What follows belongs to an exercise in optimizing a design on an open flow for small area, a short achievable clock period and few clock cycles; a production flow would make more cautious choices. Where RTL was checked, it was by simulation tests only, not by an equivalence proof against the original.

==> job 5620: inputs <==
==> flow/design.v <==
package nnz_pkg;
  localparam int PIXEL_W    = 8;
  localparam int MAX_SCALE  = 4;
  localparam int MAX_LINE_W = 320;
  localparam int MAX_LINES  = 240;
  typedef enum logic [1:0] {
    IDLE = 2'd0,
    LOAD = 2'd1,
    EMIT = 2'd2,
    DONE = 2'd3
  } nnz_state_e;
  function automatic logic cfg_legal(input int scale,
                                     input int width,
                                     input int height,
                                     input int max_scale,
                                     input int max_width,
                                     input int max_height);
    cfg_legal = (scale  >= 1) && (scale  <= max_scale) &&
           (width  >= 1) && (width  <= max_width) &&
           (height >= 1) && (height <= max_height);
  endfunction
endpackage
module nnz_line_buffer #(
  parameter int PIXEL_W = 8,
  parameter int NT      = 17,
  parameter int NM      = 19,
  parameter int TAP_W   = 5
) (
  input  logic               clk,
  input  logic               wr_en,
  input  logic [PIXEL_W-1:0] wr_data,
  input  logic [TAP_W-1:0]   tap_sel,
  output logic [PIXEL_W-1:0] tap_data
);
  localparam int N = NT * NM;
  logic [N*PIXEL_W-1:0] ring_q;
  always_ff @(posedge clk) begin
    ring_q <= {(wr_en ? wr_data : ring_q[PIXEL_W-1:0]), ring_q[N*PIXEL_W-1:PIXEL_W]};
  end
  always_comb begin
    tap_data = ring_q[PIXEL_W-1:0];
    for (int t = 1; t < NT; t++) begin
      if (tap_sel == TAP_W'(t)) tap_data = ring_q[t*NM*PIXEL_W +: PIXEL_W];
    end
  end
endmodule
module nearest_neighbor_zoom_nx #(
  parameter int PIXEL_W    = nnz_pkg::PIXEL_W,
  parameter int MAX_SCALE  = nnz_pkg::MAX_SCALE,
  parameter int MAX_LINE_W = nnz_pkg::MAX_LINE_W,
  parameter int MAX_LINES  = nnz_pkg::MAX_LINES,
  parameter int SCALE_W    = $clog2(MAX_SCALE + 1),
  parameter int COL_W      = $clog2(MAX_LINE_W + 1),
  parameter int ROW_W      = $clog2(MAX_LINES + 1)
) (
  input  logic               clk,
  input  logic               reset_n,
  input  logic               start,
  input  logic [SCALE_W-1:0] scale,
  input  logic [COL_W-1:0]   src_width,
  input  logic [ROW_W-1:0]   src_height,
  input  logic               in_valid,
  input  logic [PIXEL_W-1:0] in_pixel,
  output logic               in_ready,
  output logic               out_valid,
  output logic [PIXEL_W-1:0] out_pixel,
  input  logic               out_ready,
  output logic               out_eol,
  output logic               busy,
  output logic               done,
  output logic               cfg_err
);
  localparam int NT   = 17;
  localparam int NM   = 19;
  localparam int PW   = 5;
  localparam int RS_W = $clog2(MAX_SCALE);
  function automatic logic [2*PW-1:0] pos_dec(input logic [2*PW-1:0] p);
    if (p[PW-1:0] == '0) begin
      pos_dec = {(p[2*PW-1:PW] == '0) ? PW'(NT - 1) : p[2*PW-1:PW] - PW'(1), PW'(NM - 1)};
    end else begin
      pos_dec = {p[2*PW-1:PW], p[PW-1:0] - PW'(1)};
    end
  endfunction
  localparam logic [2*PW-1:0] POS_TAIL = {PW'(NT - 1), PW'(NM - 1)};
  localparam logic [2*PW-1:0] POS_ONE  = {PW'(0), PW'(1)};
  logic start_legal;
  assign start_legal = nnz_pkg::cfg_legal(32'(scale), 32'(src_width), 32'(src_height),
                                          MAX_SCALE, MAX_LINE_W, MAX_LINES);
  logic               busy_q, done_q, cfg_err_q;
  logic [RS_W-1:0]    sm1_q;         
  logic               s1_q;          
  logic [COL_W-1:0]   wm1_q;         
  logic               w1_q;          
  logic [PIXEL_W-1:0] ib0_q, ib1_q;
  logic               ibv0_q, ibv1_q;
  logic               in_ready_q;
  logic               em_act_q;
  logic [RS_W-1:0]    rxc_q, ryc_q;
  logic [COL_W-1:0]   colc_q;
  logic [ROW_W-1:0]   rowc_q;
  logic               col_end_q, row_end_q, rep0_q;
  logic               wfirst_q;
  logic [2*PW-1:0]    wp_q;          
  logic               wp_zero_q;     
  logic [2*PW-1:0]    p0_q;          
  logic               ract_q;
  logic               hv_q;
  logic [PIXEL_W-1:0] h_q;
  logic [COL_W-1:0]   rkc_q;
  logic               rk_end_q;
  logic [RS_W-1:0]    rrc_q;
  logic [2*PW-1:0]    np_q;          
  logic               np_tap_q;      
  logic               mv_q, meol_q, mlast_q;
  logic [PIXEL_W-1:0] mpix_q;
  logic               sv_q, seol_q, slast_q;
  logic [PIXEL_W-1:0] spix_q;
  logic               acc, go;
  logic               push, pop;
  logic               rx_end, ry_end;
  logic               src_ok, emit;
  logic [PIXEL_W-1:0] em_pix;
  logic               em_eol, em_last;
  logic               wr, winit;
  logic               cons_h, ld_h;
  logic [PIXEL_W-1:0] tap_data;
  logic               m_load;
  logic               busy_d;
  assign acc  = start && !busy_q;
  assign go   = acc && start_legal;
  assign push = in_valid && in_ready_q;
  assign rx_end = (rxc_q == '0);
  assign ry_end = (ryc_q == '0);
  assign src_ok = rep0_q ? (ibv0_q && (!rx_end || s1_q || wfirst_q || wp_zero_q)) : hv_q;
  assign emit   = em_act_q && src_ok && !sv_q;
  assign em_pix  = rep0_q ? ib0_q : h_q;
  assign em_eol  = rx_end && col_end_q;
  assign em_last = em_eol && ry_end && row_end_q;
  assign pop    = emit && rep0_q && rx_end;
  assign wr     = pop && !s1_q;
  assign winit  = wr && wfirst_q;
  assign cons_h = emit && !rep0_q && rx_end;
  assign ld_h   = ract_q && (!hv_q || cons_h) && np_tap_q;
  nnz_line_buffer #(
    .PIXEL_W (PIXEL_W),
    .NT      (NT),
    .NM      (NM),
    .TAP_W   (PW)
  ) u_line_buffer (
    .clk      (clk),
    .wr_en    (wr),
    .wr_data  (ib0_q),
    .tap_sel  (np_q[2*PW-1:PW]),
    .tap_data (tap_data)
  );
  assign m_load = !mv_q || out_ready;
  always_comb begin
    busy_d = busy_q;
    if (go)          busy_d = 1'b1;
    else if (done_q) busy_d = 1'b0;
  end
  always_ff @(posedge clk or negedge reset_n) begin
    if (!reset_n) begin
      busy_q     <= 1'b0;
      done_q     <= 1'b0;
      cfg_err_q  <= 1'b0;
      in_ready_q <= 1'b0;
      em_act_q   <= 1'b0;
      ract_q     <= 1'b0;
      hv_q       <= 1'b0;
      mv_q       <= 1'b0;
      sv_q       <= 1'b0;
    end else begin
      busy_q     <= busy_d;
      done_q     <= mv_q && out_ready && mlast_q;
      cfg_err_q  <= acc && !start_legal;
      in_ready_q <= go || (busy_d && !(!pop && (ibv1_q || (ibv0_q && push))));
      if (go) begin
        em_act_q <= 1'b1;
      end else if (emit && em_last) begin
        em_act_q <= 1'b0;
      end
      if (go) begin
        ract_q <= 1'b0;
        hv_q   <= 1'b0;
      end else if (winit) begin
        ract_q <= 1'b1;
      end else if (ld_h) begin
        hv_q <= 1'b1;
        if (rk_end_q && rrc_q == '0) ract_q <= 1'b0;
      end else if (cons_h) begin
        hv_q <= 1'b0;
      end
      if (m_load) begin
        mv_q <= sv_q || emit;
        sv_q <= 1'b0;
      end else if (emit) begin
        sv_q <= 1'b1;
      end
    end
  end
  always_ff @(posedge clk) begin
    if (go) begin
      ibv0_q <= 1'b0;
      ibv1_q <= 1'b0;
    end else if (pop) begin
      if (ibv1_q) begin
        ib0_q  <= ib1_q;
        ibv1_q <= 1'b0;
      end else begin
        ib0_q  <= in_pixel;
        ibv0_q <= push;
      end
    end else if (push) begin
      if (ibv0_q) begin
        ib1_q  <= in_pixel;
        ibv1_q <= 1'b1;
      end else begin
        ib0_q  <= in_pixel;
        ibv0_q <= 1'b1;
      end
    end
    if (go) begin
      sm1_q     <= RS_W'(scale - SCALE_W'(1));
      s1_q      <= (scale == SCALE_W'(1));
      wm1_q     <= src_width - COL_W'(1);
      w1_q      <= (src_width == COL_W'(1));
      rxc_q     <= RS_W'(scale - SCALE_W'(1));
      ryc_q     <= RS_W'(scale - SCALE_W'(1));
      rep0_q    <= 1'b1;
      colc_q    <= src_width - COL_W'(1);
      col_end_q <= (src_width == COL_W'(1));
      rowc_q    <= src_height - ROW_W'(1);
      row_end_q <= (src_height == ROW_W'(1));
      wfirst_q  <= 1'b1;
    end else if (emit) begin
      if (rx_end) begin
        rxc_q <= sm1_q;
        if (col_end_q) begin
          colc_q    <= wm1_q;
          col_end_q <= w1_q;
          if (ry_end) begin
            ryc_q    <= sm1_q;
            rep0_q   <= 1'b1;
            wfirst_q <= 1'b1;
            rowc_q    <= rowc_q - ROW_W'(1);
            row_end_q <= (rowc_q == ROW_W'(1));
          end else begin
            ryc_q  <= ryc_q - RS_W'(1);
            rep0_q <= 1'b0;
          end
        end else begin
          colc_q    <= colc_q - COL_W'(1);
          col_end_q <= (colc_q == COL_W'(1));
        end
      end else begin
        rxc_q <= rxc_q - RS_W'(1);
      end
      if (winit) wfirst_q <= 1'b0;
    end
    if (wr) begin
      wp_q      <= {PW'(0), PW'(sm1_q)};
      wp_zero_q <= 1'b0;
    end else begin
      wp_q      <= pos_dec(wp_q);
      wp_zero_q <= (wp_q == POS_ONE);
    end
    if (winit) p0_q <= POS_TAIL;
    else       p0_q <= pos_dec(p0_q);
    if (ld_h) h_q <= tap_data;
    if (winit) begin
      rkc_q    <= wm1_q;
      rk_end_q <= w1_q;
      rrc_q    <= sm1_q - RS_W'(1);
      np_q     <= POS_TAIL;
      np_tap_q <= 1'b0;
    end else if (ld_h) begin
      if (rk_end_q) begin
        rkc_q    <= wm1_q;
        rk_end_q <= w1_q;
        rrc_q    <= rrc_q - RS_W'(1);
        np_q     <= pos_dec(p0_q);
        np_tap_q <= (p0_q[PW-1:0] == PW'(1));
      end else begin
        rkc_q    <= rkc_q - COL_W'(1);
        rk_end_q <= (rkc_q == COL_W'(1));
        np_q     <= {np_q[2*PW-1:PW], PW'(sm1_q)};
        np_tap_q <= 1'b0;
      end
    end else begin
      np_q     <= pos_dec(np_q);
      np_tap_q <= (np_q[PW-1:0] == PW'(1));
    end
    if (m_load) begin
      mpix_q  <= sv_q ? spix_q : em_pix;
      meol_q  <= sv_q ? seol_q : em_eol;
      mlast_q <= sv_q ? slast_q : em_last;
    end else if (emit) begin
      spix_q  <= em_pix;
      seol_q  <= em_eol;
      slast_q <= em_last;
    end
  end
  assign in_ready  = in_ready_q;
  assign out_valid = mv_q;
  assign out_pixel = mpix_q;
  assign out_eol   = meol_q;
  assign busy      = busy_q;
  assign done      = done_q;
  assign cfg_err   = cfg_err_q;
endmodule
==> flow/run.sh <==
#!/bin/bash
# synth_recipe.tcl (not shown) runs the flow's synth.tcl, then flattens the netlist and writes it again
# the make line also repeats each setting of config.mk as NAME=value (left out here)
make -C /OpenROAD-flow-scripts/flow DESIGN_CONFIG=/design/flow/config.mk WORK_HOME=/design/flow/orfs CLKGATE_MAP_FILE= SYNTH_SCRIPT=/design/flow/synth_recipe.tcl finish
==> flow/config.mk <==
export PLATFORM = sky130hd
export DESIGN_NAME = nearest_neighbor_zoom_nx
export DESIGN_NICKNAME = nearest_neighbor_zoom_nx
export VERILOG_FILES = /design/flow/design.v
export SDC_FILE = /design/flow/constraint.sdc
export NUM_CORES = 4
export LEC_CHECK = 0
export CAP_MARGIN = 20
export CORE_MARGIN = 2
export CORE_UTILIZATION = 40
export CTS_CLUSTER_DIAMETER = 60
export CTS_CLUSTER_SIZE = 40
export SLEW_MARGIN = 20
==> flow/constraint.sdc <==
create_clock -name core_clock -period 5.0 [get_ports {clk}]
set_input_delay 1.0000 -clock core_clock [delete_from_list [all_inputs] [get_ports {clk}]]
set_output_delay 1.0000 -clock core_clock [all_outputs]
set_load 0.01 [all_outputs]
==> inputs of job 2899, as changes to job 5620 <==
--- a/flow/design.v
+++ b/flow/design.v
@@ -30,19 +30,23 @@
   input  logic               wr_en,
   input  logic [PIXEL_W-1:0] wr_data,
   input  logic [TAP_W-1:0]   tap_sel,
-  output logic [PIXEL_W-1:0] tap_data
+  output logic [PIXEL_W-1:0] tap_q
 );
   localparam int N = NT * NM;
   logic [N*PIXEL_W-1:0] ring_q;
+  logic [PIXEL_W-1:0]   tap_data;
   always_ff @(posedge clk) begin
     ring_q <= {(wr_en ? wr_data : ring_q[PIXEL_W-1:0]), ring_q[N*PIXEL_W-1:PIXEL_W]};
   end
   always_comb begin
-    tap_data = ring_q[PIXEL_W-1:0];
+    tap_data = ring_q[PIXEL_W +: PIXEL_W];
     for (int t = 1; t < NT; t++) begin
-      if (tap_sel == TAP_W'(t)) tap_data = ring_q[t*NM*PIXEL_W +: PIXEL_W];
+      if (tap_sel == TAP_W'(t)) tap_data = ring_q[(t*NM+1)*PIXEL_W +: PIXEL_W];
     end
   end
+  always_ff @(posedge clk) begin
+    tap_q <= tap_data;
+  end
 endmodule
 module nearest_neighbor_zoom_nx #(
   parameter int PIXEL_W    = nnz_pkg::PIXEL_W,
@@ -86,11 +90,12 @@
   logic start_legal;
   assign start_legal = nnz_pkg::cfg_legal(32'(scale), 32'(src_width), 32'(src_height),
                                           MAX_SCALE, MAX_LINE_W, MAX_LINES);
-  logic               busy_q, done_q, cfg_err_q;
-  logic [RS_W-1:0]    sm1_q;         
-  logic               s1_q;          
-  logic [COL_W-1:0]   wm1_q;         
-  logic               w1_q;          
+  logic               busy_q, done_q, cfg_err_q, go_q;
+  logic [SCALE_W-1:0] scale_q;
+  logic [COL_W-1:0]   width_q;
+  logic [RS_W-1:0]    sm1;           
+  logic               s1;            
+  logic               w1;            
   logic [PIXEL_W-1:0] ib0_q, ib1_q;
   logic               ibv0_q, ibv1_q;
   logic               in_ready_q;
@@ -99,16 +104,14 @@
   logic [COL_W-1:0]   colc_q;
   logic [ROW_W-1:0]   rowc_q;
   logic               col_end_q, row_end_q, rep0_q;
-  logic               wfirst_q;
+  logic               wfirst_q;      
+  logic               hw_q;          
+  logic               nw_q;          
   logic [2*PW-1:0]    wp_q;          
   logic               wp_zero_q;     
   logic [2*PW-1:0]    p0_q;          
-  logic               ract_q;
   logic               hv_q;
   logic [PIXEL_W-1:0] h_q;
-  logic [COL_W-1:0]   rkc_q;
-  logic               rk_end_q;
-  logic [RS_W-1:0]    rrc_q;
   logic [2*PW-1:0]    np_q;          
   logic               np_tap_q;      
   logic               mv_q, meol_q, mlast_q;
@@ -121,26 +124,41 @@
   logic               src_ok, emit;
   logic [PIXEL_W-1:0] em_pix;
   logic               em_eol, em_last;
-  logic               wr, winit;
-  logic               cons_h, ld_h;
-  logic [PIXEL_W-1:0] tap_data;
+  logic               wr, winit, wr0, wr1;
+  logic [PIXEL_W-1:0] wr_data;
+  logic               cons_h, ld_h, ld_last;
+  logic [PIXEL_W-1:0] tap_q;
   logic               m_load;
   logic               busy_d;
   assign acc  = start && !busy_q;
   assign go   = acc && start_legal;
   assign push = in_valid && in_ready_q;
+  assign sm1 = RS_W'(scale_q - SCALE_W'(1));
+  assign s1  = (scale_q == SCALE_W'(1));
+  assign w1  = (width_q == COL_W'(1));
   assign rx_end = (rxc_q == '0);
   assign ry_end = (ryc_q == '0);
-  assign src_ok = rep0_q ? (ibv0_q && (!rx_end || s1_q || wfirst_q || wp_zero_q)) : hv_q;
+  assign wr0     = !s1 && !hw_q && (wfirst_q ? pop
+                                             : (em_act_q && rep0_q && ibv0_q && wp_zero_q));
+  assign wr1     = em_act_q && rep0_q && !s1 && ibv1_q && hw_q && !nw_q && !col_end_q && wp_zero_q;
+  assign wr      = wr0 || wr1;
+  assign winit   = wr0 && wfirst_q;
+  assign wr_data = hw_q ? ib1_q : ib0_q;
+  assign src_ok = rep0_q ? (ibv0_q && (!rx_end || s1 || hw_q || wfirst_q || wp_zero_q)) : hv_q;
   assign emit   = em_act_q && src_ok && !sv_q;
   assign em_pix  = rep0_q ? ib0_q : h_q;
   assign em_eol  = rx_end && col_end_q;
   assign em_last = em_eol && ry_end && row_end_q;
   assign pop    = emit && rep0_q && rx_end;
-  assign wr     = pop && !s1_q;
-  assign winit  = wr && wfirst_q;
   assign cons_h = emit && !rep0_q && rx_end;
-  assign ld_h   = ract_q && (!hv_q || cons_h) && np_tap_q;
+  assign ld_h = np_tap_q &&
+                (hv_q ? (cons_h && !(col_end_q && ry_end))
+                      : (em_act_q && (!rep0_q || (!wfirst_q && !s1))));
+  always_comb begin
+    if (!hv_q)          ld_last = rep0_q ? w1 : col_end_q;
+    else if (col_end_q) ld_last = w1;
+    else                ld_last = (colc_q == COL_W'(2));
+  end
   nnz_line_buffer #(
     .PIXEL_W (PIXEL_W),
     .NT      (NT),
@@ -149,9 +167,9 @@
   ) u_line_buffer (
     .clk      (clk),
     .wr_en    (wr),
-    .wr_data  (ib0_q),
+    .wr_data  (wr_data),
     .tap_sel  (np_q[2*PW-1:PW]),
-    .tap_data (tap_data)
+    .tap_q    (tap_q)
   );
   assign m_load = !mv_q || out_ready;
   always_comb begin
@@ -164,9 +182,11 @@
       busy_q     <= 1'b0;
       done_q     <= 1'b0;
       cfg_err_q  <= 1'b0;
+      go_q       <= 1'b0;
       in_ready_q <= 1'b0;
+      ibv0_q     <= 1'b0;
+      ibv1_q     <= 1'b0;
       em_act_q   <= 1'b0;
-      ract_q     <= 1'b0;
       hv_q       <= 1'b0;
       mv_q       <= 1'b0;
       sv_q       <= 1'b0;
@@ -174,22 +194,21 @@
       busy_q     <= busy_d;
       done_q     <= mv_q && out_ready && mlast_q;
       cfg_err_q  <= acc && !start_legal;
+      go_q       <= go;
       in_ready_q <= go || (busy_d && !(!pop && (ibv1_q || (ibv0_q && push))));
-      if (go) begin
+      if (go_q) begin
         em_act_q <= 1'b1;
       end else if (emit && em_last) begin
         em_act_q <= 1'b0;
       end
-      if (go) begin
-        ract_q <= 1'b0;
-        hv_q   <= 1'b0;
-      end else if (winit) begin
-        ract_q <= 1'b1;
-      end else if (ld_h) begin
-        hv_q <= 1'b1;
-        if (rk_end_q && rrc_q == '0) ract_q <= 1'b0;
-      end else if (cons_h) begin
-        hv_q <= 1'b0;
+      if (ld_h)        hv_q <= 1'b1;
+      else if (cons_h) hv_q <= 1'b0;
+      if (pop) begin
+        if (ibv1_q) ibv1_q <= 1'b0;
+        else        ibv0_q <= push;
+      end else if (push) begin
+        if (ibv0_q) ibv1_q <= 1'b1;
+        else        ibv0_q <= 1'b1;
       end
       if (m_load) begin
         mv_q <= sv_q || emit;
@@ -200,66 +219,61 @@
     end
   end
   always_ff @(posedge clk) begin
-    if (go) begin
-      ibv0_q <= 1'b0;
-      ibv1_q <= 1'b0;
-    end else if (pop) begin
-      if (ibv1_q) begin
-        ib0_q  <= ib1_q;
-        ibv1_q <= 1'b0;
-      end else begin
-        ib0_q  <= in_pixel;
-        ibv0_q <= push;
-      end
-    end else if (push) begin
-      if (ibv0_q) begin
-        ib1_q  <= in_pixel;
-        ibv1_q <= 1'b1;
-      end else begin
-        ib0_q  <= in_pixel;
-        ibv0_q <= 1'b1;
-      end
+    if (pop) begin
+      ib0_q <= ibv1_q ? ib1_q : in_pixel;
+    end else if (push && !ibv0_q) begin
+      ib0_q <= in_pixel;
     end
-    if (go) begin
-      sm1_q     <= RS_W'(scale - SCALE_W'(1));
-      s1_q      <= (scale == SCALE_W'(1));
-      wm1_q     <= src_width - COL_W'(1);
-      w1_q      <= (src_width == COL_W'(1));
-      rxc_q     <= RS_W'(scale - SCALE_W'(1));
-      ryc_q     <= RS_W'(scale - SCALE_W'(1));
+    if (push && ibv0_q && !pop) ib1_q <= in_pixel;
+    if (!busy_q) begin
+      scale_q <= scale;
+      width_q <= src_width;
+    end
+    if (!busy_q) begin
+      rowc_q <= src_height;
+    end
+    if (go_q) begin
+      rxc_q     <= sm1;
+      ryc_q     <= sm1;
       rep0_q    <= 1'b1;
-      colc_q    <= src_width - COL_W'(1);
-      col_end_q <= (src_width == COL_W'(1));
-      rowc_q    <= src_height - ROW_W'(1);
-      row_end_q <= (src_height == ROW_W'(1));
+      colc_q    <= width_q;
+      col_end_q <= w1;
+      row_end_q <= (rowc_q == ROW_W'(1));
       wfirst_q  <= 1'b1;
     end else if (emit) begin
       if (rx_end) begin
-        rxc_q <= sm1_q;
+        rxc_q <= sm1;
         if (col_end_q) begin
-          colc_q    <= wm1_q;
-          col_end_q <= w1_q;
+          colc_q    <= width_q;
+          col_end_q <= w1;
           if (ry_end) begin
-            ryc_q    <= sm1_q;
+            ryc_q    <= sm1;
             rep0_q   <= 1'b1;
             wfirst_q <= 1'b1;
             rowc_q    <= rowc_q - ROW_W'(1);
-            row_end_q <= (rowc_q == ROW_W'(1));
+            row_end_q <= (rowc_q == ROW_W'(2));
           end else begin
             ryc_q  <= ryc_q - RS_W'(1);
             rep0_q <= 1'b0;
           end
         end else begin
           colc_q    <= colc_q - COL_W'(1);
-          col_end_q <= (colc_q == COL_W'(1));
+          col_end_q <= (colc_q == COL_W'(2));
         end
       end else begin
         rxc_q <= rxc_q - RS_W'(1);
       end
-      if (winit) wfirst_q <= 1'b0;
+    end
+    if (winit) wfirst_q <= 1'b0;
+    if (go_q || pop) begin
+      hw_q <= !go_q && (nw_q || wr1);
+      nw_q <= 1'b0;
+    end else begin
+      hw_q <= hw_q || wr0;
+      nw_q <= nw_q || wr1;
     end
     if (wr) begin
-      wp_q      <= {PW'(0), PW'(sm1_q)};
+      wp_q      <= {PW'(0), PW'(sm1)};
       wp_zero_q <= 1'b0;
     end else begin
       wp_q      <= pos_dec(wp_q);
@@ -267,26 +281,13 @@
     end
     if (winit) p0_q <= POS_TAIL;
     else       p0_q <= pos_dec(p0_q);
-    if (ld_h) h_q <= tap_data;
+    if (ld_h) h_q <= tap_q;
     if (winit) begin
-      rkc_q    <= wm1_q;
-      rk_end_q <= w1_q;
-      rrc_q    <= sm1_q - RS_W'(1);
       np_q     <= POS_TAIL;
       np_tap_q <= 1'b0;
     end else if (ld_h) begin
-      if (rk_end_q) begin
-        rkc_q    <= wm1_q;
-        rk_end_q <= w1_q;
-        rrc_q    <= rrc_q - RS_W'(1);
-        np_q     <= pos_dec(p0_q);
-        np_tap_q <= (p0_q[PW-1:0] == PW'(1));
-      end else begin
-        rkc_q    <= rkc_q - COL_W'(1);
-        rk_end_q <= (rkc_q == COL_W'(1));
-        np_q     <= {np_q[2*PW-1:PW], PW'(sm1_q)};
-        np_tap_q <= 1'b0;
-      end
+      np_q     <= ld_last ? pos_dec(p0_q) : {np_q[2*PW-1:PW], PW'(sm1)};
+      np_tap_q <= 1'b0;
     end else begin
       np_q     <= pos_dec(np_q);
       np_tap_q <= (np_q[PW-1:0] == PW'(1));
--- a/flow/config.mk
+++ b/flow/config.mk
@@ -8,6 +8,7 @@
 export CAP_MARGIN = 20
 export CORE_MARGIN = 2
 export CORE_UTILIZATION = 40
-export CTS_CLUSTER_DIAMETER = 60
-export CTS_CLUSTER_SIZE = 40
+export CTS_CLUSTER_DIAMETER = 65
+export CTS_CLUSTER_SIZE = 33
+export SETUP_SLACK_MARGIN = 2.85
 export SLEW_MARGIN = 20
==> results.json <==
{
  "outcome": "complete, no violations",
  "place_congestion": 0.798,
  "track_usage": 0.103,
  "multi_input_gates": 623
}
Source of the figures above: job 2899

==> results.json <==
{
  "hp-class": "reg -> reg",
  "outcome": "complete, no violations",
  "multi_input_gates": 665,
  "use_met1": 0.156,
  "place_congestion": 0.808,
  "drc": 0,
  "crit_slowest_cell": "or4_1",
  "track_usage": 0.103
}
Source of the figures above: job 5620

Testbench counts of job 2899, summed over its fixed seeds: cycles 646,332.
No functional check of the RTL was part of job 5620.

what the ideal ports hide:
No port has a modelled driver above. Below, the same layouts with a new extraction and two added sets of constraints.
Step 1: set_driving_cell puts a clkbuf_16 on clk and a buf_2 on each other input, an assumption about the parent block.
Step 2 times the ports against the registers' clock, not the clock port: input delays grow and output delays shrink by t, the midpoint of the rising clock arrivals with the driver on.
a / b / c = no drivers / after step 1 / after step 2; a / b = the first two.
run | t (ns) | slack for setup (ns) | worst setup path at the end | worst slew at a driven data input, ns | pins driven straight from the clock port
job 5620 | 0.807 | 1.480 / 1.524 / 0.717 | input to register | 0.14 | 1
job 2899 | 0.788 | 2.683 / 2.618 / 2.227 | input to register | 0.18 | 1
After both steps setup and hold are still met in every run listed. The setup slack of job 5620, which loses most, moves by +0.044 ns with the drivers and by -0.763 ns with both steps.
